What follows belongs to an exercise in optimizing a design on an open flow for small area; a production flow would make more cautious choices.
In this exercise RTL edits were held to simulation tests only and were not proved equivalent to the original.
No activity file was given, so power comes from the tool's default toggle rates. The flow treats the clock pin as an ideal source, which a real chip does not have.

[flow/run.sh]
#!/bin/bash
# The standard ORFS flow (the standard.sh) with three changes, all to how
# the layout is built, none to the design or its constraints:
#  - clock tree synthesis inserts no dummy loads,
#  - port buffers are the smallest buffer cell (buf_1) instead of a delay cell,
#  - larger clock sink clusters.
# Each make step writes its own log under orfs/logs; the whole make output is
# kept in flow_make.log.
set -uo pipefail
bash standard.sh finish \
	'CTS_ARGS=-sink_clustering_enable -repair_clock_nets -dont_use_dummy_load -sink_clustering_size 30 -sink_clustering_max_diameter 100' \
	'BUFFER_PORTS_ARGS=-buffer_cell sky130_fd_sc_hd__buf_1' \
	> flow_make.log 2>&1
[standard.sh]
#!/bin/bash
# synth_recipe.tcl (not shown) runs the flow's synth.tcl, then flattens the netlist and writes it again
# the make line also repeats each setting of config.mk as NAME=value (left out here)
make -C /OpenROAD-flow-scripts/flow DESIGN_CONFIG=/design/flow/config.mk WORK_HOME=/design/flow/orfs CLKGATE_MAP_FILE= SYNTH_SCRIPT=/design/flow/synth_recipe.tcl "${@:-finish}"
[config.mk]
export PLATFORM = sky130hd
export DESIGN_NAME = sorted_priority_queue_top
export DESIGN_NICKNAME = sorted_priority_queue_top
export VERILOG_FILES = /design/flow/design.v
export SDC_FILE = /design/flow/constraint.sdc
export NUM_CORES = 4
export LEC_CHECK = 0
export CAP_MARGIN = 0
export CORE_MARGIN = 2
export CORE_UTILIZATION = 60
export PLACE_DENSITY = 0.7
export SETUP_SLACK_MARGIN = 0.1
export SLEW_MARGIN = 0
[constraint.sdc]
create_clock -name core_clock -period 4.0 [get_ports {clk}]
set_input_delay 0.8000 -clock core_clock [delete_from_list [all_inputs] [get_ports {clk}]]
set_output_delay 0.8000 -clock core_clock [all_outputs]
set_load 0.01 [all_outputs]
[design.v]
`timescale 1ns / 1ps
package spq_pkg;
	localparam int DEPTH_DEFAULT = 16;
	localparam int ID_W = 6;
	localparam int PRI_W = 4;
	localparam int PAY_W = 32;
	localparam int FUNC_W = 2;
	localparam int OCC_W = 5;
	localparam logic [FUNC_W-1:0] FUNC_PUSH = 2'd0;
	localparam logic [FUNC_W-1:0] FUNC_POP = 2'd1;
	localparam logic [FUNC_W-1:0] FUNC_CLEAR = 2'd2;
	typedef enum logic {
		ST_IDLE,
		ST_HOLD
	} ctl_state_t;
	typedef struct packed {
		logic push;
		logic pop;
		logic clear;
		logic load;
	} ctl_cmd_t;
	typedef struct packed {
		logic full;
		logic empty;
	} dp_status_t;
endpackage
`timescale 1ns / 1ps
module spq_ctrl
(
	input  logic              clk,
	input  logic              arst_n,
	input  logic              req_valid,
	output logic              req_stall,
	output logic              rsp_valid,
	input  logic              rsp_stall,
	input  logic [spq_pkg::FUNC_W-1:0] func,
	input  spq_pkg::dp_status_t        status,
	output spq_pkg::ctl_cmd_t          cmd
);
	spq_pkg::ctl_state_t state_q;
	spq_pkg::ctl_state_t state_d;
	logic       accept;
	always_ff @(posedge clk or negedge arst_n) begin
		if (!arst_n) begin
			state_q <= spq_pkg::ST_IDLE;
		end else begin
			state_q <= state_d;
		end
	end
	always_comb begin
		req_stall = (state_q == spq_pkg::ST_HOLD) && rsp_stall;
		rsp_valid = (state_q == spq_pkg::ST_HOLD);
		accept = req_valid && !req_stall;
		cmd.load = accept;
		cmd.push = accept && (func == spq_pkg::FUNC_PUSH) && !status.full;
		cmd.pop = accept && (func == spq_pkg::FUNC_POP) && !status.empty;
		cmd.clear = accept && (func == spq_pkg::FUNC_CLEAR);
		state_d = state_q;
		case (state_q)
			spq_pkg::ST_IDLE: begin
				if (accept) begin
					state_d = spq_pkg::ST_HOLD;
				end
			end
			spq_pkg::ST_HOLD: begin
				if (!rsp_stall && !accept) begin
					state_d = spq_pkg::ST_IDLE;
				end
			end
			default: begin
				state_d = spq_pkg::ST_IDLE;
			end
		endcase
	end
endmodule
`timescale 1ns / 1ps
module spq_dp
#(
	parameter int DEPTH = spq_pkg::DEPTH_DEFAULT
) (
	input  logic             clk,
	input  logic             arst_n,
	input  spq_pkg::ctl_cmd_t         cmd,
	input  logic [spq_pkg::ID_W-1:0]  requester_id,
	input  logic [spq_pkg::PRI_W-1:0] priority_req,
	input  logic [spq_pkg::PAY_W-1:0] payload,
	output spq_pkg::dp_status_t       status,
	output logic             accepted,
	output logic [spq_pkg::ID_W-1:0]  popped_id,
	output logic [spq_pkg::PRI_W-1:0] popped_priority,
	output logic [spq_pkg::PAY_W-1:0] popped_payload,
	output logic [spq_pkg::OCC_W-1:0] occupancy,
	output logic [spq_pkg::ID_W-1:0]  head_id,
	output logic [spq_pkg::ID_W-1:0]  tail_id,
	output logic             is_empty
);
	localparam int CNT_W = $clog2(DEPTH + 1);
	localparam int SL_W = $clog2(DEPTH);
	logic [spq_pkg::ID_W-1:0]  id_q  [DEPTH];
	logic [spq_pkg::PAY_W-1:0] pay_q [DEPTH];
	logic [spq_pkg::PRI_W-1:0] pri_q [DEPTH];
	logic [SL_W-1:0]  slot_q [DEPTH];
	logic [CNT_W-1:0] count_q;
	logic [spq_pkg::ID_W-1:0] tail_q;
	logic             acc_q;
	logic             pop_q;
	logic [DEPTH-1:0] vld;
	logic [DEPTH-1:0] ge;
	logic             lt_any;
	logic [DEPTH-1:0] sel_new;
	logic [DEPTH-1:0] sel_head;
	logic [DEPTH-1:0] sel_pop;
	logic             empty;
	assign empty = (count_q == '0);
	function automatic logic pri_ge(input logic [spq_pkg::PRI_W-1:0] a,
			input logic [spq_pkg::PRI_W-1:0] b);
		logic r;
		r = 1'b1;
		for (int i = 0; i < spq_pkg::PRI_W; i++) begin
			r = (a[i] & !b[i]) | ((a[i] | !b[i]) & r);
		end
		pri_ge = r;
	endfunction
	always_comb begin
		lt_any = 1'b0;
		for (int r = 0; r < DEPTH; r++) begin
			vld[r] = (count_q > CNT_W'(r));
			ge[r] = vld[r] && pri_ge(pri_q[r], priority_req);
			lt_any = lt_any | (vld[r] && !ge[r]);
		end
		for (int s = 0; s < DEPTH; s++) begin
			sel_new[s] = (slot_q[DEPTH-1] == SL_W'(s));
			sel_head[s] = !empty && (slot_q[0] == SL_W'(s));
			sel_pop[s] = pop_q && sel_new[s];
		end
	end
	for (genvar r = 0; r < DEPTH; r++) begin : g_pos
		localparam int PREV = (r == 0) ? 0 : r - 1;
		localparam int NEXT = (r == DEPTH - 1) ? 0 : r + 1;
		logic take_new;
		logic c_new, c_prev, c_next, c_hold;
		assign take_new = (r == 0) ? 1'b1 : ge[PREV];
		assign c_new = cmd.push && !ge[r] && take_new;
		assign c_prev = cmd.push && !ge[r] && !take_new;
		assign c_next = cmd.pop;
		assign c_hold = !cmd.pop && !(cmd.push && !ge[r]);
		always_ff @(posedge clk) begin
			pri_q[r] <= ({spq_pkg::PRI_W{c_hold}} & pri_q[r])
				| ({spq_pkg::PRI_W{c_new}} & priority_req)
				| ({spq_pkg::PRI_W{c_prev}} & pri_q[PREV])
				| ({spq_pkg::PRI_W{c_next}} & pri_q[NEXT]);
		end
		always_ff @(posedge clk or negedge arst_n) begin
			if (!arst_n) begin
				slot_q[r] <= SL_W'(r);
			end else begin
				slot_q[r] <= ({SL_W{c_hold}} & slot_q[r])
					| ({SL_W{c_new}} & slot_q[DEPTH-1])
					| ({SL_W{c_prev}} & slot_q[PREV])
					| ({SL_W{c_next}} & slot_q[NEXT]);
			end
		end
	end
	for (genvar s = 0; s < DEPTH; s++) begin : g_slot
		logic we;
		assign we = cmd.push && sel_new[s];
		always_ff @(posedge clk) begin
			id_q[s] <= ({spq_pkg::ID_W{!we}} & id_q[s]) | ({spq_pkg::ID_W{we}} & requester_id);
			pay_q[s] <= ({spq_pkg::PAY_W{!we}} & pay_q[s]) | ({spq_pkg::PAY_W{we}} & payload);
		end
	end
	assign status.full = (count_q == CNT_W'(DEPTH));
	assign status.empty = empty;
	always_ff @(posedge clk or negedge arst_n) begin
		if (!arst_n) begin
			count_q <= '0;
		end else if (cmd.clear) begin
			count_q <= '0;
		end else if (cmd.push) begin
			count_q <= count_q + CNT_W'(1);
		end else if (cmd.pop) begin
			count_q <= count_q - CNT_W'(1);
		end
	end
	always_ff @(posedge clk) begin
		if (cmd.push && !lt_any) begin
			tail_q <= requester_id;
		end
	end
	always_ff @(posedge clk) begin
		if (cmd.load) begin
			acc_q <= cmd.push | cmd.pop | cmd.clear;
			pop_q <= cmd.pop;
		end
	end
	always_comb begin
		popped_id = '0;
		popped_payload = '0;
		head_id = '0;
		for (int s = 0; s < DEPTH; s++) begin
			popped_id = popped_id | ({spq_pkg::ID_W{sel_pop[s]}} & id_q[s]);
			popped_payload = popped_payload | ({spq_pkg::PAY_W{sel_pop[s]}} & pay_q[s]);
			head_id = head_id | ({spq_pkg::ID_W{sel_head[s]}} & id_q[s]);
		end
	end
	assign popped_priority = pop_q ? pri_q[DEPTH-1] : '0;
	assign accepted = acc_q;
	assign occupancy = spq_pkg::OCC_W'(count_q);
	assign is_empty = empty;
	assign tail_id = empty ? '0 : tail_q;
endmodule
`timescale 1ns / 1ps
module sorted_priority_queue_top
#(
	parameter int DEPTH = spq_pkg::DEPTH_DEFAULT
) (
	input  logic              clk,
	input  logic              arst_n,
	input  logic              req_valid,
	output logic              req_stall,
	input  logic [spq_pkg::FUNC_W-1:0] func,
	input  logic [spq_pkg::ID_W-1:0]   requester_id,
	input  logic [spq_pkg::PRI_W-1:0]  priority_req,
	input  logic [spq_pkg::PAY_W-1:0]  payload,
	output logic              rsp_valid,
	input  logic              rsp_stall,
	output logic              accepted,
	output logic [spq_pkg::ID_W-1:0]   popped_id,
	output logic [spq_pkg::PRI_W-1:0]  popped_priority,
	output logic [spq_pkg::PAY_W-1:0]  popped_payload,
	output logic [spq_pkg::OCC_W-1:0]  occupancy,
	output logic [spq_pkg::ID_W-1:0]   head_id,
	output logic [spq_pkg::ID_W-1:0]   tail_id,
	output logic              is_empty
);
	spq_pkg::ctl_cmd_t   cmd;
	spq_pkg::dp_status_t status;
	spq_ctrl u_ctrl (
		.clk       (clk),
		.arst_n    (arst_n),
		.req_valid (req_valid),
		.req_stall (req_stall),
		.rsp_valid (rsp_valid),
		.rsp_stall (rsp_stall),
		.func      (func),
		.status    (status),
		.cmd       (cmd)
	);
	spq_dp #(
		.DEPTH (DEPTH)
	) u_dp (
		.clk             (clk),
		.arst_n          (arst_n),
		.cmd             (cmd),
		.requester_id    (requester_id),
		.priority_req    (priority_req),
		.payload         (payload),
		.status          (status),
		.accepted        (accepted),
		.popped_id       (popped_id),
		.popped_priority (popped_priority),
		.popped_payload  (popped_payload),
		.occupancy       (occupancy),
		.head_id         (head_id),
		.tail_id         (tail_id),
		.is_empty        (is_empty)
	);
endmodule
==> metrics.md, run 1 <==
| Metric | Value |
|---|---|
| Register cell area after layout | `0.0216 sq mm` |
| Maximum VDD drop | `0.000408 V` |
| Number of synthesized flops with an enable pin | `616` |
| Buffer cell driving the clock tree root | `sky130_fd_sc_hd__clkbuf_16` |
| Part of the cycle the worst path needs | `95.5%` |
| Flip-flop and latch count after synthesis | `750` |
| Post-detailed-routing wire length | `89.7 mm` |
| Highest clock frequency the design can meet | `between 0.2 and 0.3 GHz` |
| Post-route cell area | `0.0342 sq mm` |
| Vias/cell | `just over 7` |
| Hold slack final | `0.268 ns` |
| Netlist area before placement | `around 0.031 sq mm` |
| Result of the run | `no timing/DRC/antenna violations` |
| Ratio of cells with drive above 1 in the final layout | `roughly 12%` |
| Worst EP required | `between 3 and 4 ns` |
| Unrepaired setup endpoints after global routing | `no` |
| Endpoint of the lowest-slack register-to-register path | `u_dp.slot_q[5][3]$_DFF_PN0_` |
| Sort of element at the end of the critical path | `primary output` |
| Setup WS post-layout | `between 0.15 and 0.2 ns` |
| Filler cell count in the final layout | `3652` |
| Post-synth cell types | `between 90 and 100` |
| HPWL reported at the end of detailed placement | `49.7 mm` |
| Total of warnings raised by yosys | `6` |
| Power per cell area | `555 mW/mm^2` |
| Clock latency at the later pin of the worst-skew pair | `0.63 ns` |
| Vias in the first global route | `between 20000 and 25000` |
| Count of cells along the worst register-to-register path | `9` |
| Final number of setup-violating endpoints | `0` |
| Clock tree from TritonCTS | `built` |
| Drt first pass iters | `7` |
| Synthesized netlist cell count | `2194` |
| Worst setup slack before clock tree synthesis | `0.311 ns` |
| First DRT Iteration DRCs | `3022` |
| Proportion of netlist area held by the largest area contributor | `59.4%` |
| Final weighted congestion of routability-driven global placement | `between 0.9 and 1` |
| Worst-margin pin slew | `0.929 ns` |
| Max transition margin | `37.5%` |
| Initial cell density of the core | `slightly above 60%` |
| Clock period minus final worst setup slack | `3.82 ns` |
| Average cell area after synthesis | `14.2 sq um` |
| Initial antenna violation count | `4` |
| Final count of hold timing violations | `0` |
| CTS Sinks | `750` |
| Number of top-level pins | `approximately 110` |
| Global-route wire length before repair | `132 mm` |
| Clock transition at the registers of the reported paths | `about 0.11 ns` |
| Class of the most critical setup path | `flop to primary output` |
| Placed instance area | `0.0331 sq mm` |
| TritonCTS Buffers | `30` |
| Yosys top cell by area | `sky130_fd_sc_hd__edfxtp_1` |
| Fin Setup TNS | `0 ns` |
| GRT Util Overall | `between 30% and 40%` |
| Nets | `2349` |
| Floorplan die area | `0.0537 sq mm` |
| Area of the multi-input gates | `roughly 0.0092 sq mm` |
| Floorplan die height | `between 200 and 250 microns` |
| Maximum number of pins on one net before global-route repair | `56` |
| Crit path arrival time | `3.02 ns` |
| Number of slew-limit violations in the final report | `0` |
| Vias post-DR | `21600` |
| Floorplan core area | `0.0513 sq mm` |
| Number of nets still failing antenna checks after routing | `0` |
| Number of buffers on the longest clock path | `3` |
| Total chip power | `19.0 mW` |
| Width of the chip | `232 microns` |
| Leak | `11.0 nW` |
| Area growth syn-to-layout | `9.81%` |
| Portion of the post-synthesis area used by sequential elements | `69.3%` |
| Worst reg-to-reg setup slack | `0.68 ns` |
| Reg-to-Reg Start | `u_dp.count_q[1]$_DFFE_PN0P_` |
| Remaining Overflow, GRT | `0` |
| Flip-flop cell with the highest count after synthesis | `sky130_fd_sc_hd__edfxtp_1` |
| Synthesized Nets | `between 2000 and 2500` |
| Async S/R FF share, synth | `a little under a tenth` |
| Worst hold-check path type | `primary input to async pin` |
| Maximum fanout along the worst path | `13` |
| Layout Skew | `0.0418 ns` |
| # Max-Cap Violations | `0` |
| Number of input and output port buffers inserted | `110` |
| Average wire per cell in the routed design | `30.1 microns` |
| Deepest level of the CTS H-tree | `1` |
| Nature of the critical path startpoint | `flop` |
| Row count | `between 80 and 90` |
| Detailed-route DRC error count | `0` |
| Top post-synthesis cells by area | `sky130_fd_sc_hd__edfxtp_1, sky130_fd_sc_hd__a221oi_1, sky130_fd_sc_hd__dfxtp_1` |
## critical path: stages (launching register included)
cell                        delay, ns
sky130_fd_sc_hd__dfrtp_1         0.40
sky130_fd_sc_hd__inv_2           0.10
sky130_fd_sc_hd__ha_4            0.15
sky130_fd_sc_hd__or4b_4          0.55
sky130_fd_sc_hd__inv_6           0.11
sky130_fd_sc_hd__nor2_1          0.05
sky130_fd_sc_hd__buf_4           0.19
sky130_fd_sc_hd__a21oi_2         0.17
sky130_fd_sc_hd__a2111oi_2       0.09
sky130_fd_sc_hd__nor3_1          0.25
sky130_fd_sc_hd__o221ai_2        0.17
sky130_fd_sc_hd__clkbuf_2        0.17
## power by group
part / switching (mW) / total, mW / internal [mW]
registers: 0.722 / 9.82 / 9.09
clock network: 2.21 / 3.55 / 1.34
logic: 3.47 / 5.61 / 2.14
## synth_stat cells, types with 6 or more instances
master                     number
sky130_fd_sc_hd__nor3b_1        6
sky130_fd_sc_hd__nor2b_1       26
sky130_fd_sc_hd__nand3_1       66
sky130_fd_sc_hd__edfxtp_1     616
sky130_fd_sc_hd__o221ai_1       8
sky130_fd_sc_hd__a21oi_2        6
sky130_fd_sc_hd__buf_2         32
sky130_fd_sc_hd__a211oi_1      12
sky130_fd_sc_hd__nand2b_1      32
sky130_fd_sc_hd__a31oi_1       10
sky130_fd_sc_hd__inv_1         18
sky130_fd_sc_hd__dfstp_2       32
sky130_fd_sc_hd__a221o_1       50
sky130_fd_sc_hd__nand2_1      128
sky130_fd_sc_hd__nor2_1       117
sky130_fd_sc_hd__buf_1         18
sky130_fd_sc_hd__dfxtp_1       64
sky130_fd_sc_hd__a21oi_1       53
sky130_fd_sc_hd__nor3_1        28
sky130_fd_sc_hd__clkbuf_1     103
sky130_fd_sc_hd__o21ai_1       40
sky130_fd_sc_hd__dfrtp_1       38
sky130_fd_sc_hd__a22oi_1       74
sky130_fd_sc_hd__mux2i_1       56
sky130_fd_sc_hd__o211ai_1      19
sky130_fd_sc_hd__a221oi_1     152
sky130_fd_sc_hd__o21ai_0       35
sky130_fd_sc_hd__a22o_1       145
sky130_fd_sc_hd__a222oi_1      13
sky130_fd_sc_hd__o22ai_1       11
sky130_fd_sc_hd__and2_1        14
sky130_fd_sc_hd__nand4_1       44
## routing by layer
| metal | up-vias | GRT usage [%] | share of wire (%) |
|---|---|---|---|
| met5 | - | 0 | 0.014 |
| met4 | 2 | 13.9 | 4.3 |
| li1 | 9113 | - | - |
| met2 | 1321 | 53.3 | 48 |
| met1 | 10900 | 44.9 | 38 |
| met3 | 286 | 5.11 | 10 |
## through the flow
stage / std cells / util [%]
2_1_floorplan: 2194 / -
6_report: 2978 / 66.7
4_1_cts: 2968 / 66.4
5_1_grt: 2975 / 66.6
3_5_place_dp: 2925 / 64.6
3_3_place_gp: 2925 / 64.6
## layout make-up
cell class              count  area share, %
repair buffers            225           4.98
flip-flops and latches    750           63.1
inverters                  24          0.285
diodes                      4         0.0293
multi-input cells        1265           26.9
well taps                 680           2.49
clock buffers              30           2.20
## cell families (layout without fill, tap and decap cells)
logic type / after synthesis / after routing / share of synthesized area [%]
buffers and inverters: 180 / 279 / 2.33
multiplexers: 64 / 64 / 2.27
other: 0 / 4 / 0
AND/OR/NAND/NOR: 493 / 494 / 7.73
AO/OA/AOI/OAI: 693 / 693 / 17.9
flip-flops: 750 / 750 / 69.3
XOR/XNOR: 3 / 3 / 0.0844
adder cells (fa/ha/maj): 11 / 11 / 0.398
## cell usage in the layout (no fill, tap or decap), types with 50 or more instances in the layout
| master | count |
|---|---|
| sky130_fd_sc_hd__nand2_1 | 127 |
| sky130_fd_sc_hd__edfxtp_1 | 616 |
| sky130_fd_sc_hd__buf_1 | 107 |
| sky130_fd_sc_hd__a221oi_1 | 148 |
| sky130_fd_sc_hd__dfxtp_1 | 64 |
| sky130_fd_sc_hd__a221o_1 | 50 |
| sky130_fd_sc_hd__buf_4 | 79 |
| sky130_fd_sc_hd__a21oi_1 | 51 |
| sky130_fd_sc_hd__nand3_1 | 65 |
| sky130_fd_sc_hd__mux2i_1 | 56 |
| sky130_fd_sc_hd__a22oi_1 | 74 |
| sky130_fd_sc_hd__nor2_1 | 84 |
| sky130_fd_sc_hd__a22o_1 | 145 |
## what timing repair did
action	CTS	global route
cloned	1	0
hold buffers	0	0
pin swaps	5	4
resized for setup	8	21
endpoints found under the setup margin	43	28
setup buffers	12	6
## worst max path at each step
stage                           startpoint                       end  depth (start not counted)
3_3_place_gp               priority_req[2]  u_dp.tail_q[0]$_DFFE_PP_                          8
4_1_cts        u_dp.count_q[1]$_DFFE_PN0P_                head_id[1]                         11
6_report       u_dp.count_q[1]$_DFFE_PN0P_                head_id[3]                         11
5_1_grt        u_dp.count_q[1]$_DFFE_PN0P_                head_id[1]                         11
3_5_place_dp               priority_req[2]  u_dp.tail_q[3]$_DFFE_PP_                          8
2_1_floorplan  u_dp.count_q[0]$_DFFE_PN0P_                      flop                          9
==> inputs of run 2 (changes only) <==
--- a/config.mk
+++ b/config.mk
@@ -5,9 +5,9 @@
 export SDC_FILE = /design/flow/constraint.sdc
 export NUM_CORES = 4
 export LEC_CHECK = 0
-export CAP_MARGIN = 0
+export CAP_MARGIN = 20
 export CORE_MARGIN = 2
 export CORE_UTILIZATION = 60
 export PLACE_DENSITY = 0.7
 export SETUP_SLACK_MARGIN = 0.1
-export SLEW_MARGIN = 0
+export SLEW_MARGIN = 20
==> run 2 against run 1 <==
  * Still clean
  * Critical path depth stayed put
  * Worst setup slack unchanged
  * Sequential cell count unchanged
  * Clock power hardly changed
  * Die area is the same
  * Sequential share of layout area did not move
  * Via count unchanged
  * Power did not move
  * Largest power group unchanged
==> metrics.md, run 2 <==
| Metric | Value |
|---|---|
| Fin util | `66.7% (unchanged)` |
| Clock transition at the registers of the reported paths | `0.11 ns (about the same)` |
| Number of buffers on the longest clock path | `3 (unchanged)` |
| Crit path arrival time | `3.02 ns (about the same)` |
| Portion of the post-synthesis area used by sequential elements | `69.3% (unchanged)` |
| Synthesized netlist cell count | `2194 (unchanged)` |
| Remaining Overflow, GRT | `0 (unchanged)` |
| Max transition margin | `37.5% (unchanged)` |
| Synthesized Nets | `2247 (unchanged)` |
| Total chip power | `19.0 mW (unchanged)` |
| Initial antenna violation count | `4 (unchanged)` |
| Nets | `2349 (unchanged)` |
| Floorplan die area | `0.0537 sq mm (unchanged)` |
| Average wire per cell in the routed design | `30.1 microns (unchanged)` |
| Worst hold-check path type | `primary input to async pin` |
| Unrepaired setup endpoints after global routing | `no` |
| Ranking of synthesized cells by instance count | `sky130_fd_sc_hd__edfxtp_1, sky130_fd_sc_hd__a221oi_1, sky130_fd_sc_hd__a22o_1` |
| First DRT Iteration DRCs | `3022 (unchanged)` |
| Floorplan die height | `232 microns (unchanged)` |
| Worst-margin pin slew | `0.929 ns (unchanged)` |
| Layout Skew | `0.0418 ns (unchanged)` |
| Row count | `83 (unchanged)` |
| Flip-flop and latch count after synthesis | `750 (unchanged)` |
| Clock latency at the later pin of the worst-skew pair | `0.63 ns (about the same)` |
| Part of the cycle the worst path needs | `95.5% (unchanged)` |
| Number of nets still failing antenna checks after routing | `0 (unchanged)` |
| Buffer cell driving the clock tree root | `sky130_fd_sc_hd__clkbuf_16` |
| Area growth syn-to-layout | `9.81% (unchanged)` |
| Number of input and output port buffers inserted | `110 (unchanged)` |
| Initial cell density of the core | `60.7% (unchanged)` |
| CTS Hold Bufs | `0 (unchanged)` |
| Commonest non-fill, non-tap cell in the layout | `sky130_fd_sc_hd__edfxtp_1` |
| Highest clock frequency the design can meet | `0.262 GHz (unchanged)` |
| Result of the run | `no timing/DRC/antenna violations` |
| Final weighted congestion of routability-driven global placement | `0.933 (unchanged)` |
| Netlist area before placement | `0.0311 sq mm (unchanged)` |
| Class of the most critical setup path | `flop to primary output` |
| Number of slew-limit violations in the final report | `0 (unchanged)` |
| Global-route wire length before repair | `132 mm (unchanged)` |
| Number of top-level pins | `111 (unchanged)` |
| Final number of setup-violating endpoints | `0 (unchanged)` |
| Proportion of netlist area held by the largest area contributor | `59.4% (unchanged)` |
| Clock tree from TritonCTS | `built` |
| Post-synth cell types | `98 (unchanged)` |
| Nature of the critical path startpoint | `flop` |
| Drt first pass iters | `7 (unchanged)` |
| Maximum number of pins on one net before global-route repair | `56 (unchanged)` |
| Detailed-route DRC error count | `0 (unchanged)` |
| CTS Sinks | `750 (unchanged)` |
| Leak | `11.0 nW (unchanged)` |
| Power per cell area | `555 mW/mm^2 (unchanged)` |
| Vias in the first global route | `20900 (unchanged)` |
| Total of warnings raised by yosys | `6 (unchanged)` |
| Most common cell in the synthesized netlist | `sky130_fd_sc_hd__edfxtp_1` |
| # Max-Cap Violations | `0 (unchanged)` |
| Flip-flop cell with the highest count after synthesis | `sky130_fd_sc_hd__edfxtp_1` |
| GRT Util Overall | `33.0% (unchanged)` |
| Async S/R FF share, synth | `9.33% (unchanged)` |
| Sort of element at the end of the critical path | `primary output` |
| Maximum VDD drop | `0.000408 V (unchanged)` |
| Top post-synthesis cells by area | `sky130_fd_sc_hd__edfxtp_1, sky130_fd_sc_hd__a221oi_1, sky130_fd_sc_hd__dfxtp_1` |
| Average cell area after synthesis | `14.2 sq um (unchanged)` |
| Floorplan core area | `0.0513 sq mm (unchanged)` |
| Yosys top cell by area | `sky130_fd_sc_hd__edfxtp_1` |
| Commonest cells after routing, fill and taps aside | `sky130_fd_sc_hd__edfxtp_1, sky130_fd_sc_hd__a221oi_1, sky130_fd_sc_hd__a22o_1` |
| Number of synthesized flops with an enable pin | `616 (unchanged)` |
| Clock period minus final worst setup slack | `3.82 ns (unchanged)` |
| Post-detailed-routing wire length | `89.7 mm (unchanged)` |
| HPWL reported at the end of detailed placement | `49.7 mm (unchanged)` |
| Vias/cell | `7.26 (unchanged)` |
| Vias post-DR | `21600 (unchanged)` |
| Fin Setup TNS | `0 ns (unchanged)` |
| Width of the chip | `232 microns (unchanged)` |
| Worst EP required | `3.20 ns (about the same)` |
| Deepest level of the CTS H-tree | `1 (unchanged)` |
| Final count of hold timing violations | `0 (unchanged)` |
| Ratio of cells with drive above 1 in the final layout | `12.2% (unchanged)` |
| Maximum fanout along the worst path | `13 (unchanged)` |
| TritonCTS Buffers | `30 (unchanged)` |
## run 2: cell counts after synthesis
Identical to the previous run, type by type.
## run 2: power breakdown
group | internal [mW] | total, mW | leakage [nW] | switching, mW
clock network | 1.34 | 3.55 | 0.370 | 2.21
registers | 9.09 | 9.82 | 6.91 | 0.722
logic | 2.14 | 5.61 | 3.72 | 3.47
total | 12.6 | 19.0 | 11.0 | 6.40
## run 2: worst max-delay path, cell delays in order (launching register included)
cell                        delay (ns)
sky130_fd_sc_hd__dfrtp_1          0.40
sky130_fd_sc_hd__inv_2            0.10
sky130_fd_sc_hd__ha_4             0.15
sky130_fd_sc_hd__or4b_4           0.55
sky130_fd_sc_hd__inv_6            0.11
sky130_fd_sc_hd__nor2_1           0.05
sky130_fd_sc_hd__buf_4            0.19
sky130_fd_sc_hd__a21oi_2          0.17
sky130_fd_sc_hd__a2111oi_2        0.09
sky130_fd_sc_hd__nor3_1           0.25
sky130_fd_sc_hd__o221ai_2         0.17
sky130_fd_sc_hd__clkbuf_2         0.17
## run 2: metal layers
layer	part of all wire [%]	routed length [microns]	track usage, %
met1	38	34100	44.9
met2	48	42700	53.3
met3	10	9010	5.11
met4	4.3	3870	13.9
met5	0.014	13	0
## run 2: timing repair
item                                   4_1_cts  5_1_grt
pin swaps                                    5        4
buffers inserted                            12        6
cloned                                       1        0
resized for setup                            8       21
endpoints found under the hold margin        0        0
setup endpoints to repair                   43       28
## run 2: path summary, 6_finish.rpt
| path | startpoint | end | slack [ns] | cells after the start |
|---|---|---|---|---|
| min in group core_clock | req_valid | u_ctrl.state_q$_DFF_PN0_ | 0.38 | 2 |
| max in group asynchronous | arst_n | u_dp.slot_q[8][3]$_DFF_PN1_ | 2.68 | 2 |
| worst min-delay path | arst_n | u_ctrl.state_q$_DFF_PN0_ | 0.27 | 1 |
| worst max-delay path | u_dp.count_q[1]$_DFFE_PN0P_ | head_id[3] | 0.18 | 11 |
| worst min register to register | u_dp.slot_q[4][2]$_DFF_PN1_ | u_dp.slot_q[5][2]$_DFF_PN1_ | 0.48 | 2 |
| worst max register to register | u_dp.count_q[1]$_DFFE_PN0P_ | u_dp.slot_q[5][3]$_DFF_PN0_ | 0.68 | 9 |
## run 2: area by class of cell
cell class	instances	area (sq um)
Tap cell	680	851
Multi-Input combinational cell	1265	9200
Timing Repair Buffer	225	1700
Fill cell	3652	17100
Antenna cell	4	10.0
Inverter	24	97.6
Clock buffer	30	751
Sequential cell	750	21600
## run 2: per-stage QoR
| step | cell area [sq um] | cells | hold WS, ns | setup WS, ns |
|---|---|---|---|---|
| 3_5_place_dp | 33100 | 2925 | 0.466 | 0.311 |
| 2_1_floorplan | 31200 | 2194 | 0.439 | -0.328 |
| 3_3_place_gp | 33100 | 2925 | 0.458 | 0.368 |
| 5_1_grt | 34200 | 2975 | 0.317 | 0.0724 |
| 4_1_cts | 34000 | 2968 | 0.288 | 0.106 |
| 6_report | 34200 | 2978 | 0.268 | 0.180 |
## run 2: cells by family after synthesis
logic type      Yosys count  share of synthesized area [%]
buf+inv                 180                           2.33
compound gates          693                           17.9
mux                      64                           2.27
fa+ha+maj                11                          0.398
xor+xnor                  3                         0.0844
simple gates            493                           7.73
flops                   750                           69.3
==> inputs of run 3 (changes only) <==
--- a/config.mk
+++ b/config.mk
@@ -7,7 +7,7 @@
 export LEC_CHECK = 0
 export CAP_MARGIN = 20
 export CORE_MARGIN = 2
-export CORE_UTILIZATION = 60
-export PLACE_DENSITY = 0.7
+export CORE_UTILIZATION = 70
+export PLACE_DENSITY = 0.78
 export SETUP_SLACK_MARGIN = 0.1
 export SLEW_MARGIN = 20
==> run 3 against run 2 <==
  * Still clean
  * Power is 0.55% higher
  * Non-clock buffer count is 13 higher
  * Die area is 14% lower
  * Clock-buffer cell count is 1 lower
  * Global-route usage is 5.8 points higher
  * Critical endpoint is now popped_payload[26]
  * Highest routed layer is now met4
==> metrics.md, run 3 <==
| Metric | Value |
|---|---|
| Initial cell density of the core | `70.7% (+10 points)` |
| Vias/cell | `7.63 (+5.0%)` |
| HPWL reported at the end of detailed placement | `51.6 mm (+3.8%)` |
| Floorplan die area | `0.0462 sq mm (-14%)` |
| TritonCTS Buffers | `29 (-3.3%)` |
| M3 GR Usage | `6.75% (+1.6 points)` |
| Number of synthesized flops with an enable pin | `616 (unchanged)` |
| Floorplan core area | `0.0440 sq mm (-14%)` |
| First DRT Iteration DRCs | `3587 (+19%)` |
| # Max-Cap Violations | `0 (unchanged)` |
| Worst EP required | `3.20 ns (about the same)` |
| Clock tree from TritonCTS | `built` |
| Vias post-DR | `22100 (+2.3%)` |
| Width of the chip | `215 microns (-7.3%)` |
| Max transition margin | `36.5% (-1.0 points)` |
| GRT Util Overall | `38.7% (+5.8 points)` |
| Post-detailed-routing wire length | `90.4 mm (+0.73%)` |
| Buffers plus inverters on the worst setup path | `3 (-1)` |
| Row count | `77 (-7.2%)` |
| Fin Setup TNS | `0 ns (unchanged)` |
| Final weighted congestion of routability-driven global placement | `0.967 (+3.6%)` |
| Floorplan die height | `215 microns (-7.3%)` |
| Number of slew-limit violations in the final report | `0 (unchanged)` |
| Post-synth cell types | `98 (unchanged)` |
| Worst reg-to-reg setup slack | `0.77 ns (+0.09 ns)` |
| Remaining Overflow, GRT | `0 (unchanged)` |
| Area growth syn-to-layout | `9.64%` |
| Count of placed standard cells in the final layout, fillers left out | `2902 (-2.6%)` |
| Deepest level of the CTS H-tree | `1 (unchanged)` |
| Yosys top cell by area | `sky130_fd_sc_hd__edfxtp_1` |
| Fin util | `77.5% (+11 points)` |
| Critical-path cell with the highest stage delay | `sky130_fd_sc_hd__dfstp_2` |
| Class of the most critical setup path | `flop to primary output` |
| Number of input and output port buffers inserted | `110 (unchanged)` |
| Routing usage on met1 | `51.8% (+6.8 points)` |
| Flip-flop cell with the highest count after synthesis | `sky130_fd_sc_hd__edfxtp_1` |
| Power per cell area | `559 mW/mm^2 (+0.71%)` |
| Part of the cycle the worst path needs | `96.6% (+1.1 points)` |
| Netlist area before placement | `0.0311 sq mm (unchanged)` |
| Drt first pass iters | `9 (+2)` |
| Longest individual stage delay on the worst path | `0.57 ns (+0.02 ns)` |
| Detailed-route DRC error count | `0 (unchanged)` |
| Reg-to-Reg Start | `u_dp.count_q[0]$_DFFE_PN0P_` |
| Maximum VDD drop | `0.000491 V (+20%)` |
| Commonest cells after routing, fill and taps aside | `sky130_fd_sc_hd__edfxtp_1, sky130_fd_sc_hd__a221oi_1, sky130_fd_sc_hd__a22o_1` |
| CTS Hold Bufs | `0 (unchanged)` |
| Clock transition at the registers of the reported paths | `0.11 ns (about the same)` |
| Unrepaired setup endpoints after global routing | `yes` |
| Number of nets still failing antenna checks after routing | `0 (unchanged)` |
| Average cell area after synthesis | `14.2 sq um (unchanged)` |
| Endpoint of the lowest-slack register-to-register path | `u_dp.tail_q[0]$_DFFE_PP_` |
| Cell Chain, Critical Path | `buf_4 > nand3_2 > nor2_4 > buf_12 > a22o_1 > a221oi_1 > nand4_1 > buf_1` |
| Number of cells in the design after placement | `2834 (-3.1%)` |
| Average wire per cell in the routed design | `31.1 microns (+3.4%)` |
| Maximum fanout along the worst path | `35 (+22)` |
| Result of the run | `no timing/DRC/antenna violations` |
| Final number of setup-violating endpoints | `0 (unchanged)` |
| Nature of the critical path startpoint | `flop` |
| Layer carrying the most global-route usage | `met2` |
| Highest clock frequency the design can meet | `0.259 GHz (-1.2%)` |
| Synthesized netlist cell count | `2194 (unchanged)` |
| Ranking of synthesized cells by instance count | `sky130_fd_sc_hd__edfxtp_1, sky130_fd_sc_hd__a221oi_1, sky130_fd_sc_hd__a22o_1` |
| Most common cell in the synthesized netlist | `sky130_fd_sc_hd__edfxtp_1` |
| Async S/R FF share, synth | `9.33% (unchanged)` |
| Worst hold-check path type | `primary input to async pin` |
| Portion of the post-synthesis area used by sequential elements | `69.3% (unchanged)` |
| Total of warnings raised by yosys | `6 (unchanged)` |
| Synthesized Nets | `2247 (unchanged)` |
| Hold slack final | `0.273 ns (+0.00455 ns)` |
| Proportion of netlist area held by the largest area contributor | `59.4% (unchanged)` |
| Maximum number of pins on one net before global-route repair | `66 (+18%)` |
| Clock period minus final worst setup slack | `3.87 ns (+0.0451 ns)` |
| CP top delay family | `buffers and inverters` |
| Ratio of cells with drive above 1 in the final layout | `12.6% (+0.44 points)` |
| Number of buffers on the longest clock path | `3 (unchanged)` |
| Total chip power | `19.1 mW (+0.55%)` |
| Buffer cell driving the clock tree root | `sky130_fd_sc_hd__clkbuf_16` |
| Initial antenna violation count | `0 (-4)` |
| Nets | `2364 (+0.64%)` |
| Clock latency at the later pin of the worst-skew pair | `0.65 ns (+0.02 ns)` |
| Global-route wire length before repair | `133 mm (+1.3%)` |
| Worst-margin pin slew | `0.946 ns (+0.0168 ns)` |
| Final count of hold timing violations | `0 (unchanged)` |
| Layout Skew | `0.0466 ns (+0.00477 ns)` |
| Vias in the first global route | `21500 (+3.1%)` |
| Crit path arrival time | `3.07 ns (+0.05 ns)` |
| Top post-synthesis cells by area | `sky130_fd_sc_hd__edfxtp_1, sky130_fd_sc_hd__a221oi_1, sky130_fd_sc_hd__dfxtp_1` |
| Count of cells along the worst register-to-register path | `10 (+1)` |
| Sort of element at the end of the critical path | `primary output` |
| Commonest non-fill, non-tap cell in the layout | `sky130_fd_sc_hd__edfxtp_1` |
| Leak | `11.1 nW (+0.56%)` |
| GRT met2 Usage | `62.8% (+9.5 points)` |
| Number of top-level pins | `111 (unchanged)` |
| CTS Sinks | `750 (unchanged)` |
| Flip-flop and latch count after synthesis | `750 (unchanged)` |
## run 3: cell counts after synthesis
No cell type changed its count.
## run 3: kinds of logic after synthesis
kind of cell / after synthesis / synth area share [%]
XOR/XNOR: 3 / 0.0844
flip-flops: 750 / 69.3
AND/OR/NAND/NOR: 493 / 7.73
multiplexers: 64 / 2.27
buffers and inverters: 180 / 2.33
AO/OA/AOI/OAI: 693 / 17.9
adder cells (fa/ha/maj): 11 / 0.398
## run 3: per-layer routing
layer	share of wire, %	routed length [microns]
met1	35	32000
met2	48	43800
met3	12	10400
met4	4.6	4180
met5	0	0
## run 3: layout make-up
cell class,count,area [sq um]
Clock buffer,29,726
Tap cell,592,741
Antenna cell,1,2.50
Multi-Input combinational cell,1268,9230
Fill cell,2582,9890
Sequential cell,750,21600
Timing Repair Buffer,238,1780
Inverter,24,95.1
## run 3: worst register-to-register path, stage by stage, from the launching register on
cell                        delay [ns]
sky130_fd_sc_hd__dfrtp_1          0.41
sky130_fd_sc_hd__buf_4            0.14
sky130_fd_sc_hd__buf_4            0.18
sky130_fd_sc_hd__nand2_1          0.14
sky130_fd_sc_hd__nand2b_1         0.08
sky130_fd_sc_hd__a21oi_1          0.50
sky130_fd_sc_hd__o2bb2ai_1        0.23
sky130_fd_sc_hd__a22oi_1          0.34
sky130_fd_sc_hd__nand4_1          0.21
sky130_fd_sc_hd__nor4_2           0.48
sky130_fd_sc_hd__buf_4            0.24
## run 3: worst max path at each step
stage                                       startpoint                       end  slack (ns)  depth (start not counted)
final                     u_dp.slot_q[15][2]$_DFF_PN1_        popped_payload[26]        0.13                          8
after global routing       u_dp.count_q[0]$_DFFE_PN0P_                head_id[3]        0.05                         11
after CTS                  u_dp.count_q[0]$_DFFE_PN0P_                head_id[3]        0.07                         11
after detailed placement   u_dp.count_q[0]$_DFFE_PN0P_                head_id[3]        0.30                         10
after global placement                 priority_req[0]  u_dp.tail_q[2]$_DFFE_PP_        0.28                         11
after floorplan            u_dp.count_q[0]$_DFFE_PN0P_                      flop       -0.33                          9
## run 3: stage by stage
stage          area [sq um]  setup slack [ns]
4_1_cts               33900            0.0670
3_3_place_gp          32900             0.278
3_5_place_dp          32900             0.296
2_1_floorplan         31200            -0.328
6_report              34100             0.135
5_1_grt               34100            0.0489
## run 3: where the power goes
part | switching [mW] | total [mW] | internal, mW | leakage, nW
Clock | 2.16 | 3.46 | 1.30 | 0.357
Combinational | 3.64 | 5.83 | 2.19 | 3.80
Sequential | 0.703 | 9.79 | 9.09 | 6.91
## run 3: what timing repair did
action	4_1_cts	5_1_grt
pin swaps	10	7
setup buffers	19	14
resized for setup	21	20
setup endpoints to repair	44	43
gates cloned	5	0
==> inputs of run 4 (changes only) <==
--- a/design.v
+++ b/design.v
@@ -81,6 +81,7 @@
 	input  logic             clk,
 	input  logic             arst_n,
 	input  spq_pkg::ctl_cmd_t         cmd,
+	input  logic             rsp_valid,
 	input  logic [spq_pkg::ID_W-1:0]  requester_id,
 	input  logic [spq_pkg::PRI_W-1:0] priority_req,
 	input  logic [spq_pkg::PAY_W-1:0] payload,
@@ -112,6 +113,8 @@
 	logic [DEPTH-1:0] sel_pop;
 	logic             empty;
 	assign empty = (count_q == '0);
+	logic renumber;
+	assign renumber = empty && !cmd.push && !rsp_valid;
 	function automatic logic pri_ge(input logic [spq_pkg::PRI_W-1:0] a,
 			input logic [spq_pkg::PRI_W-1:0] b);
 		logic r;
@@ -150,15 +153,12 @@
 				| ({spq_pkg::PRI_W{c_prev}} & pri_q[PREV])
 				| ({spq_pkg::PRI_W{c_next}} & pri_q[NEXT]);
 		end
-		always_ff @(posedge clk or negedge arst_n) begin
-			if (!arst_n) begin
-				slot_q[r] <= SL_W'(r);
-			end else begin
-				slot_q[r] <= ({SL_W{c_hold}} & slot_q[r])
-					| ({SL_W{c_new}} & slot_q[DEPTH-1])
-					| ({SL_W{c_prev}} & slot_q[PREV])
-					| ({SL_W{c_next}} & slot_q[NEXT]);
-			end
+		always_ff @(posedge clk) begin
+			slot_q[r] <= ({SL_W{c_hold && !renumber}} & slot_q[r])
+				| ({SL_W{renumber}} & SL_W'(r))
+				| ({SL_W{c_new}} & slot_q[DEPTH-1])
+				| ({SL_W{c_prev}} & slot_q[PREV])
+				| ({SL_W{c_next}} & slot_q[NEXT]);
 		end
 	end
 	for (genvar s = 0; s < DEPTH; s++) begin : g_slot
@@ -252,6 +252,7 @@
 		.clk             (clk),
 		.arst_n          (arst_n),
 		.cmd             (cmd),
+		.rsp_valid       (rsp_valid),
 		.requester_id    (requester_id),
 		.priority_req    (priority_req),
 		.payload         (payload),
--- a/config.mk
+++ b/config.mk
@@ -7,7 +7,6 @@
 export LEC_CHECK = 0
 export CAP_MARGIN = 20
 export CORE_MARGIN = 2
-export CORE_UTILIZATION = 70
-export PLACE_DENSITY = 0.78
-export SETUP_SLACK_MARGIN = 0.1
+export CORE_UTILIZATION = 60
+export PLACE_DENSITY = 0.7
 export SLEW_MARGIN = 20
==> run 4 against run 3 <==
  * Still clean on timing, DRC and antenna
  * Critical path type unchanged
  * Register-to-register slack lost 0.15 ns
  * First-iteration DRC count fell by 27%
  * Sequential cell count unchanged
  * Final area decreased by 0.79%
  * Via count down 3.2%
  * Die area up 15%
  * Synthesized area shrank 0.96%
  * Global-route usage down 5.4 points
  * Critical path depth stayed put
  * Worst setup slack worse by 0.061 ns
  * Combinational power rose by 2%
  * Hold slack got worse by 0.23 ns
==> metrics.md, run 4 <==
| Metric | Value |
|---|---|
| Result of the run | `no timing/DRC/antenna violations` |
| Maximum VDD drop | `0.000470 V (-4.3%)` |
| Final number of setup-violating endpoints | `0 (unchanged)` |
| Hold slack final | `0.0392 ns (-0.234 ns)` |
| Layout Skew | `0.0511 ns (+0.00454 ns)` |
| Number of nets still failing antenna checks after routing | `0 (unchanged)` |
| Vias post-DR | `21400 (-3.2%)` |
| Reg-to-Reg Start | `u_dp.count_q[0]$_DFFE_PN0P_` |
| Buffer cell driving the clock tree root | `sky130_fd_sc_hd__clkbuf_16` |
| Async S/R FF share, synth | `0.800% (-8.5 points)` |
| Netlist area before placement | `0.0308 sq mm (-0.96%)` |
| TritonCTS Buffers | `30 (+3.4%)` |
| Synthesized netlist cell count | `2191 (-0.14%)` |
| Crit path arrival time | `3.13 ns (+0.06 ns)` |
| Average wire per cell in the routed design | `30.0 microns (-3.5%)` |
| Flip-flop cell with the highest count after synthesis | `sky130_fd_sc_hd__edfxtp_1` |
| Class of the most critical setup path | `flop to primary output` |
| Top post-synthesis cells by area | `sky130_fd_sc_hd__edfxtp_1, sky130_fd_sc_hd__dfxtp_1, sky130_fd_sc_hd__a221oi_1` |
| Part of the cycle the worst path needs | `98.1% (+1.5 points)` |
| Floorplan die height | `231 microns (+7.4%)` |
| Multiplexer share of the synthesized area | `2.88% (+0.61 points)` |
| Floorplan core area | `0.0511 sq mm (+16%)` |
| Most common cell in the synthesized netlist | `sky130_fd_sc_hd__edfxtp_1` |
| Commonest non-fill, non-tap cell in the layout | `sky130_fd_sc_hd__edfxtp_1` |
| Simple-gate area share of the yosys netlist | `6.54% (-1.2 points)` |
| Clock transition at the registers of the reported paths | `0.11 ns (about the same)` |
| Remaining Overflow, GRT | `0 (unchanged)` |
| Dominant combinational cell family by area after synthesis | `compound AO/OA/AOI/OAI gates` |
| Register cell area after layout | `0.0212 sq mm (-1.7%)` |
| Number of top-level pins | `111 (unchanged)` |
| Post-detailed-routing wire length | `89.6 mm (-0.85%)` |
| GRT Util Overall | `33.3% (-5.4 points)` |
| Number of input and output port buffers inserted | `110 (unchanged)` |
| Row count | `83 (+7.8%)` |
| Detailed-route DRC error count | `0 (unchanged)` |
| Flip-flop and latch count after synthesis | `750 (unchanged)` |
| Vias in the first global route | `20800 (-3.6%)` |
| Number of buffers on the longest clock path | `3 (unchanged)` |
| Proportion of netlist area held by the largest area contributor | `60.0% (+0.58 points)` |
| Post-synthesis share of cell area spent on xor and xnor gates | `0.0852% (+0.00082 points)` |
| Global-route wire length before repair | `132 mm (-0.75%)` |
| Highest clock frequency the design can meet | `0.255 GHz (-1.5%)` |
| Number of slew-limit violations in the final report | `0 (unchanged)` |
| Worst EP required | `3.20 ns (about the same)` |
| Adder-cell share of the synthesized area | `0.722% (+0.32 points)` |
| Final count of hold timing violations | `0 (unchanged)` |
| Worst-margin pin slew | `1.02 ns (+0.0775 ns)` |
| CTS Hold Bufs | `0 (unchanged)` |
| Portion of the post-synthesis area used by sequential elements | `68.8% (-0.49 points)` |
| Yosys top cell by area | `sky130_fd_sc_hd__edfxtp_1` |
| Deepest level of the CTS H-tree | `1 (unchanged)` |
| Drt first pass iters | `6 (-3)` |
| Floorplan die area | `0.0532 sq mm (+15%)` |
| Initial antenna violation count | `3 (+3)` |
| Number of synthesized flops with an enable pin | `616 (unchanged)` |
| Nets | `2357 (-0.30%)` |
| Sort of element at the end of the critical path | `primary output` |
| Synthesized Nets | `2244 (-0.13%)` |
| Placed instance area | `0.0329 sq mm (about the same)` |
| Post-route cell area | `0.0339 sq mm (-0.79%)` |
| Initial cell density of the core | `60.4% (-10 points)` |
| Endpoint of the lowest-slack register-to-register path | `u_dp.tail_q[3]$_DFFE_PP_` |
| Clock period minus final worst setup slack | `3.93 ns (+0.0606 ns)` |
| HPWL reported at the end of detailed placement | `53.9 mm (+4.4%)` |
| Clock latency at the later pin of the worst-skew pair | `0.63 ns (-0.02 ns)` |
| Max transition margin | `31.7% (-4.8 points)` |
| Worst hold-check path type | `primary input to async pin` |
| Average cell area after synthesis | `14.1 sq um (-0.83%)` |
| Vias/cell | `7.19 (-5.8%)` |
| Ratio of cells with drive above 1 in the final layout | `11.2% (-1.4 points)` |
| Nature of the critical path startpoint | `flop` |
| Filler cell count in the final layout | `3718 (+44%)` |
| Width of the chip | `231 microns (+7.4%)` |
| Clock tree from TritonCTS | `built` |
| Ranking of synthesized cells by instance count | `sky130_fd_sc_hd__edfxtp_1, sky130_fd_sc_hd__a221oi_1, sky130_fd_sc_hd__a22o_1` |
| Final weighted congestion of routability-driven global placement | `0.948 (-1.9%)` |
| Area of the multi-input gates | `0.00920 sq mm (-0.31%)` |
| Maximum number of pins on one net before global-route repair | `47 (-29%)` |
| Area fraction in compound gates after synthesis | `18.6% (+0.67 points)` |
| First DRT Iteration DRCs | `2627 (-27%)` |
| CTS Sinks | `750 (unchanged)` |
| Area growth syn-to-layout | `9.83%` |
| Total of warnings raised by yosys | `6 (unchanged)` |
| Commonest cells after routing, fill and taps aside | `sky130_fd_sc_hd__edfxtp_1, sky130_fd_sc_hd__a221oi_1, sky130_fd_sc_hd__a22o_1` |
| # Max-Cap Violations | `0 (unchanged)` |
| Worst reg-to-reg setup slack | `0.62 ns (-0.15 ns)` |
| Setup WS post-layout | `0.0741 ns (-0.0606 ns)` |
| Count of cells along the worst register-to-register path | `8 (-2)` |
| Worst setup slack before clock tree synthesis | `0.237 ns (-0.0599 ns)` |
| Power per cell area | `577 mW/mm^2 (+3.2%)` |
| Leak | `10.7 nW (-3.7%)` |
| Maximum fanout along the worst path | `11 (-69%)` |
| Post-synth cell types | `82 (-16%)` |
-- run 4: cell types whose count changed in the layout (fill, tap and decap cells not counted), moves of 12 or more --
cell	previous run	this run
sky130_fd_sc_hd__nor2_1	83	103
sky130_fd_sc_hd__dfrtp_1	38	6
sky130_fd_sc_hd__a22oi_1	74	37
sky130_fd_sc_hd__a32oi_1	4	20
sky130_fd_sc_hd__dfstp_2	32	0
sky130_fd_sc_hd__nand2_1	127	60
sky130_fd_sc_hd__dfxtp_1	64	126
sky130_fd_sc_hd__a21oi_1	53	96
sky130_fd_sc_hd__a21o_1	2	15
sky130_fd_sc_hd__a221oi_1	150	166
sky130_fd_sc_hd__a22o_1	145	157
sky130_fd_sc_hd__o21ai_1	40	14
sky130_fd_sc_hd__nand3_1	65	37
sky130_fd_sc_hd__o21ai_0	35	93
-- run 4: cell families (layout without fill, tap and decap cells) --
| logic type | Yosys count | after routing |
|---|---|---|
| compound gates | 745 | 745 |
| flops | 750 | 750 |
| other cells | 0 | 1 |
| buf+inv | 187 | 296 |
| xor+xnor | 3 | 3 |
| fa+ha+maj | 20 | 20 |
| mux | 82 | 82 |
| simple gates | 404 | 406 |
-- run 4: repair_timing --
action,CTS,global route
setup buffers,4,9
pin swaps,5,2
endpoints found under the setup margin,38,29
gates resized for setup,4,4
gates cloned,2,0
-- run 4: stage by stage --
stage / setup TNS (ns) / std cells / util [%] / power, mW
floorplan: -232.82 / 2191 / - / 13.6
global placement: 0 / 2937 / 64.4 / 15.9
detailed placement: 0 / 2937 / 64.4 / 16.0
CTS: 0 / 2973 / 66.1 / 19.4
global route: -0.00337 / 2982 / 66.3 / 20.3
finish: 0 / 2983 / 66.3 / 19.5
-- run 4: worst max-delay path, cell delays in order (launching register included) --
cell and delay (ns):
sky130_fd_sc_hd__dfxtp_1 0.49, sky130_fd_sc_hd__inv_1 0.18, sky130_fd_sc_hd__nand2_1 0.44, sky130_fd_sc_hd__nor2_4 0.21, sky130_fd_sc_hd__buf_4 0.27, sky130_fd_sc_hd__a22o_1 0.20, sky130_fd_sc_hd__a221oi_1 0.27, sky130_fd_sc_hd__nand4_1 0.24
sky130_fd_sc_hd__buf_1 0.19
-- run 4: final cells by class --
class / count / area share [%]
Inverter: 24 / 0.288
Timing Repair Buffer: 242 / 5.19
Antenna cell: 1 / 0.00739
Sequential cell: 750 / 62.6
Clock buffer: 30 / 2.22
Tap cell: 680 / 2.51
Multi-Input combinational cell: 1256 / 27.2
-- run 4: metal layers --
| layer | part of all wire [%] | vias to the layer above | track usage (%) |
|---|---|---|---|
| li1 | - | 9110 | - |
| met1 | 39 | 10800 | 45.5 |
| met2 | 48 | 1264 | 55.0 |
| met3 | 8.8 | 236 | 4.80 |
| met4 | 3.8 | 6 | 12.1 |
| met5 | 0.044 | - | 0 |
-- run 4: worst max-delay path by stage --
stage,to,cells past startpoint,from
floorplan,flop,10,u_dp.count_q[0]$_DFFE_PN0P_
global placement,u_dp.tail_q[0]$_DFFE_PP_,9,priority_req[0]
detailed placement,u_dp.tail_q[1]$_DFFE_PP_,9,priority_req[0]
CTS,popped_id[5],8,u_dp.pop_q$_DFFE_PP_
global route,popped_id[3],8,u_dp.slot_q[15][0]$_DFF_P_
finish,popped_id[3],8,u_dp.slot_q[15][0]$_DFF_P_
-- run 4: power breakdown --
group / switching, mW / internal [mW] / total [mW]
Clock: 2.20 / 1.34 / 3.54
Combinational: 3.67 / 2.27 / 5.94
Sequential: 0.917 / 9.14 / 10.1
==> inputs of run 5 (changes only) <==
--- a/config.mk
+++ b/config.mk
@@ -9,4 +9,5 @@
 export CORE_MARGIN = 2
 export CORE_UTILIZATION = 60
 export PLACE_DENSITY = 0.7
+export SETUP_SLACK_MARGIN = 0.1
 export SLEW_MARGIN = 20
==> run 5 against run 4 <==
  * Sequential cell count unchanged
  * Non-clock buffer count up 6
  * Combinational power about the same
  * Synthesized area unchanged
  * Final area up 0.20%
  * Global-route usage about the same
  * Worst setup slack better by 0.070 ns
  * Critical path depth up 1
  * Hold slack better by 0.0082 ns
  * First-iteration DRC count up 7.3%
  * Highest routed layer unchanged
==> metrics.md, run 5 <==
| Metric | Value |
|---|---|
| Layout Skew | `0.0515 ns (+0.000368 ns)` |
| Max transition margin | `39.1% (+7.5 points)` |
| Buffer cell driving the clock tree root | `sky130_fd_sc_hd__clkbuf_16` |
| Worst hold-check path type | `primary input to async pin` |
| Nature of the critical path startpoint | `flop` |
| Most common cell in the synthesized netlist | `sky130_fd_sc_hd__edfxtp_1` |
| Vias/cell | `7.19 (about the same)` |
| Final number of setup-violating endpoints | `0 (unchanged)` |
| Flip-flop and latch count after synthesis | `750 (unchanged)` |
| Switch share | `34.7% (about the same)` |
| Final count of hold timing violations | `0 (unchanged)` |
| Power per cell area | `577 mW/mm^2 (about the same)` |
| Synthesized netlist cell count | `2191 (unchanged)` |
| Final weighted congestion of routability-driven global placement | `0.948 (unchanged)` |
| Number of slew-limit violations in the final report | `0 (unchanged)` |
| Setup WS post-layout | `0.144 ns (+0.0698 ns)` |
| Part of the cycle the worst path needs | `96.4% (-1.7 points)` |
| Average wire per cell in the routed design | `30.0 microns (about the same)` |
| HPWL reported at the end of detailed placement | `53.9 mm (unchanged)` |
| Average cell area after synthesis | `14.1 sq um (unchanged)` |
| Class of the most critical setup path | `flop to primary output` |
| Worst setup slack before clock tree synthesis | `0.237 ns (unchanged)` |
| Ratio of cells with drive above 1 in the final layout | `11.6% (+0.40 points)` |
| Clock latency at the later pin of the worst-skew pair | `0.63 ns (about the same)` |
| Worst EP required | `3.20 ns (about the same)` |
| Longest individual stage delay on the worst path | `0.40 ns (-0.09 ns)` |
| Floorplan die height | `231 microns (unchanged)` |
| Maximum fanout along the worst path | `10 (-1)` |
| Synthesized Nets | `2244 (unchanged)` |
| Deepest level of the CTS H-tree | `1 (unchanged)` |
| Worst-margin pin slew | `0.913 ns (-0.111 ns)` |
| Number of nets still failing antenna checks after routing | `0 (unchanged)` |
| Netlist area before placement | `0.0308 sq mm (unchanged)` |
| Async S/R FF share, synth | `0.800% (unchanged)` |
| Vias in the first global route | `20700 (-0.14%)` |
| Endpoint of the lowest-slack register-to-register path | `u_dp.tail_q[2]$_DFFE_PP_` |
| Crit path arrival time | `3.06 ns (-0.07 ns)` |
| Reg-to-Reg Start | `u_dp.count_q[0]$_DFFE_PN0P_` |
| Remaining Overflow, GRT | `0 (unchanged)` |
| Net Sw Power | `6.80 mW (+0.24%)` |
| Number of input and output port buffers inserted | `110 (unchanged)` |
| Number of synthesized flops with an enable pin | `616 (unchanged)` |
| Flip-flop cell with the highest count after synthesis | `sky130_fd_sc_hd__edfxtp_1` |
| TritonCTS Buffers | `30 (unchanged)` |
| Top post-synthesis cells by area | `sky130_fd_sc_hd__edfxtp_1, sky130_fd_sc_hd__dfxtp_1, sky130_fd_sc_hd__a221oi_1` |
| Result of the run | `no timing/DRC/antenna violations` |
| Width of the chip | `231 microns (unchanged)` |
| Yosys top cell by area | `sky130_fd_sc_hd__edfxtp_1` |
| Initial cell density of the core | `60.4% (unchanged)` |
| Count of cells along the worst register-to-register path | `8 (unchanged)` |
| Count of placed standard cells in the final layout, fillers left out | `2989 (+0.20%)` |
| Maximum number of pins on one net before global-route repair | `47 (unchanged)` |
| Highest clock frequency the design can meet | `0.259 GHz (+1.8%)` |
| Row count | `83 (unchanged)` |
| Vias post-DR | `21500 (+0.25%)` |
| Worst reg-to-reg setup slack | `0.60 ns (-0.02 ns)` |
| Internal power | `12.8 mW (+0.10%)` |
| Total of warnings raised by yosys | `6 (unchanged)` |
| Number of buffers on the longest clock path | `3 (unchanged)` |
| Leak | `10.7 nW (+0.37%)` |
| Critical-path cell with the highest stage delay | `sky130_fd_sc_hd__dfxtp_1` |
| Floorplan core area | `0.0511 sq mm (unchanged)` |
| Global-route wire length before repair | `132 mm (about the same)` |
| Commonest cells after routing, fill and taps aside | `sky130_fd_sc_hd__edfxtp_1, sky130_fd_sc_hd__a221oi_1, sky130_fd_sc_hd__a22o_1` |
| Combinational power share | `30.4% (about the same)` |
| Clock tree from TritonCTS | `built` |
| Filler cell count in the final layout | `3713 (-0.13%)` |
| Maximum VDD drop | `0.000473 V (+0.63%)` |
| Commonest non-fill, non-tap cell in the layout | `sky130_fd_sc_hd__edfxtp_1` |
| Clock power share | `18.1% (about the same)` |
| # Max-Cap Violations | `0 (unchanged)` |
| Clock transition at the registers of the reported paths | `0.12 ns (about the same)` |
| CTS Hold Bufs | `0 (unchanged)` |
| GRT Util Overall | `33.3% (about the same)` |
| Ranking of synthesized cells by instance count | `sky130_fd_sc_hd__edfxtp_1, sky130_fd_sc_hd__a221oi_1, sky130_fd_sc_hd__a22o_1` |
| Clock period minus final worst setup slack | `3.86 ns (-0.0698 ns)` |
| Area growth syn-to-layout | `10.0%` |
| Number of cells in the design after placement | `2937 (unchanged)` |
| CTS Sinks | `750 (unchanged)` |
| Drt first pass iters | `6 (unchanged)` |
| Detailed-route DRC error count | `0 (unchanged)` |
| Portion of total power attributed to sequential cells | `51.4% (about the same)` |
| Number of top-level pins | `111 (unchanged)` |
| Register cell area after layout | `0.0212 sq mm (about the same)` |
| Initial antenna violation count | `3 (unchanged)` |
| Post-synth cell types | `82 (unchanged)` |
| Sort of element at the end of the critical path | `primary output` |
| Area of the multi-input gates | `0.00921 sq mm (+0.14%)` |
| First DRT Iteration DRCs | `2820 (+7.3%)` |
| Post-detailed-routing wire length | `89.7 mm (+0.15%)` |
| Crit path top cell by count | `sky130_fd_sc_hd__buf_4` |
| Proportion of netlist area held by the largest area contributor | `60.0% (unchanged)` |
| Nets | `2363 (+0.25%)` |
| Floorplan die area | `0.0532 sq mm (unchanged)` |
| Cell Chain, Critical Path | `buf_4 > nand3_1 > buf_4 > nor2_4 > buf_4 > a22o_1 > a221oi_1 > nand4_1 > buf_1` |
| Portion of the post-synthesis area used by sequential elements | `68.8% (unchanged)` |
| Unrepaired setup endpoints after global routing | `yes` |
-- run 5: cell types whose count changed in the layout (fill, tap and decap cells not counted), sizes merged --
cell,previous run,this run
clkinvlp,1,0
clkinv,2,3
buf,242,248
-- run 5: worst max-delay path by stage --
stage / startpoint / slack [ns] / to
finish: u_dp.slot_q[15][1]$_DFF_P_ / 0.14 / popped_payload[22]
global route: u_dp.slot_q[15][0]$_DFF_P_ / 0.08 / popped_payload[13]
CTS: u_dp.slot_q[15][3]$_DFF_P_ / 0.09 / popped_payload[14]
detailed placement: priority_req[0] / 0.24 / u_dp.tail_q[1]$_DFFE_PP_
global placement: priority_req[0] / 0.34 / u_dp.tail_q[0]$_DFFE_PP_
floorplan: u_dp.count_q[0]$_DFFE_PN0P_ / -0.41 / flop
-- run 5: final cells by class --
type,count,share of cell area (%)
antenna,1,0.00737
timing repair buffer,248,5.34
multi-input combinational,1256,27.1
sequential,750,62.5
tap,680,2.51
clock buffer,30,2.21
inverter,24,0.280
-- run 5: timing repair --
action                     4_1_cts  5_1_grt
pin swaps                        4        1
setup endpoints to repair       38       29
resized for setup                7        6
cloned                           1        1
buffers inserted                19        0
-- run 5: worst max-delay path, delay by kind of cell, from the launching register on --
kind | cells | cell delay (ns)
DFF | 1 | 0.40
and+or+nand+nor | 3 | 0.83
buffers and inverters | 4 | 0.95
AOI/OAI and AO/OA | 2 | 0.23
-- run 5: logic make-up after synthesis --
logic type                 Yosys count  synth area share [%]
AOI/OAI and AO/OA                  745                  18.6
xor gates and xnor gates             3                0.0852
adders and majority gates           20                 0.722
buffers and inverters              187                  2.41
DFF                                750                  68.8
muxes                               82                  2.88
and+or+nand+nor                    404                  6.54
-- run 5: power by group through the flow --
stage / Sequential [mW] / Combinational, mW / Clock [mW]
after global placement: 10.2 / 5.69 / 0
after CTS: 10.0 / 5.86 / 3.57
after detailed placement: 10.2 / 5.77 / 0
after global routing: 10.1 / 6.40 / 3.78
final: 10.1 / 5.96 / 3.55
after floorplan: 9.77 / 3.83 / 0
-- run 5: metal layers --
metal | up-vias | track usage [%] | part of all wire, %
met1 | 10800 | 45.7 | 38
met3 | 249 | 4.63 | 9.5
met5 | - | 0 | 0.047
met2 | 1304 | 55.0 | 48
met4 | 6 | 11.9 | 3.9
li1 | 9122 | - | -
-- run 5: metrics by stage --
step / TNS [ns] / total power [mW] / cell area, sq um / utilization (%) / hold WS, ns
after floorplan: -232.82 / 13.6 / 30900 / - / 0.443
after global placement: 0 / 15.9 / 32900 / 64.4 / 0.475
after detailed placement: 0 / 16.0 / 32900 / 64.4 / 0.485
after CTS: 0 / 19.4 / 33900 / 66.4 / 0.0459
after global routing: 0 / 20.3 / 33900 / 66.4 / 0.0634
final: 0 / 19.6 / 33900 / 66.4 / 0.0473

[static timing again, ports no longer ideal]
Ports are ideal in the flow. The routed layouts listed here were re-timed in OpenROAD.
Step 1 sets driving cells, clkbuf_16 on the clock port and buf_2 on the other inputs (assumed; they add their load-dependent delay and slew).
Step 2, shift: input delay + t, output delay - t, t = (earliest + latest rising clock arrival at the registers) / 2. This alone moves slack from input paths to output paths.
a / b / c = no drivers / after step 1 / after step 2; a / b = the first two.
run | shift t [ns] | setup WS [ns] | worst hold slack (ns) | clock arrival spread, ns | worst register clock-pin slew, ns
run 1 | 0.675 | 0.180 / 0.114 / 0.261 | 0.268 / 0.226 / 0.478 | 0.046 / 0.046 | 0.12 / 0.12
run 2 | 0.675 | 0.180 / 0.114 / 0.261 | 0.268 / 0.226 / 0.478 | 0.046 / 0.046 | 0.12 / 0.12
run 3 | 0.680 | 0.135 / 0.076 / 0.211 | 0.273 / 0.240 / 0.492 | 0.047 / 0.047 | 0.12 / 0.12
run 4 | 0.666 | 0.074 / 0.015 / 0.257 | 0.039 / 0.005 / 0.497 | 0.053 / 0.053 | 0.12 / 0.12
run 5 | 0.664 | 0.144 / 0.085 / 0.256 | 0.047 / 0.013 / 0.500 | 0.052 / 0.052 | 0.12 / 0.12
After both steps every run listed still meets setup and hold.
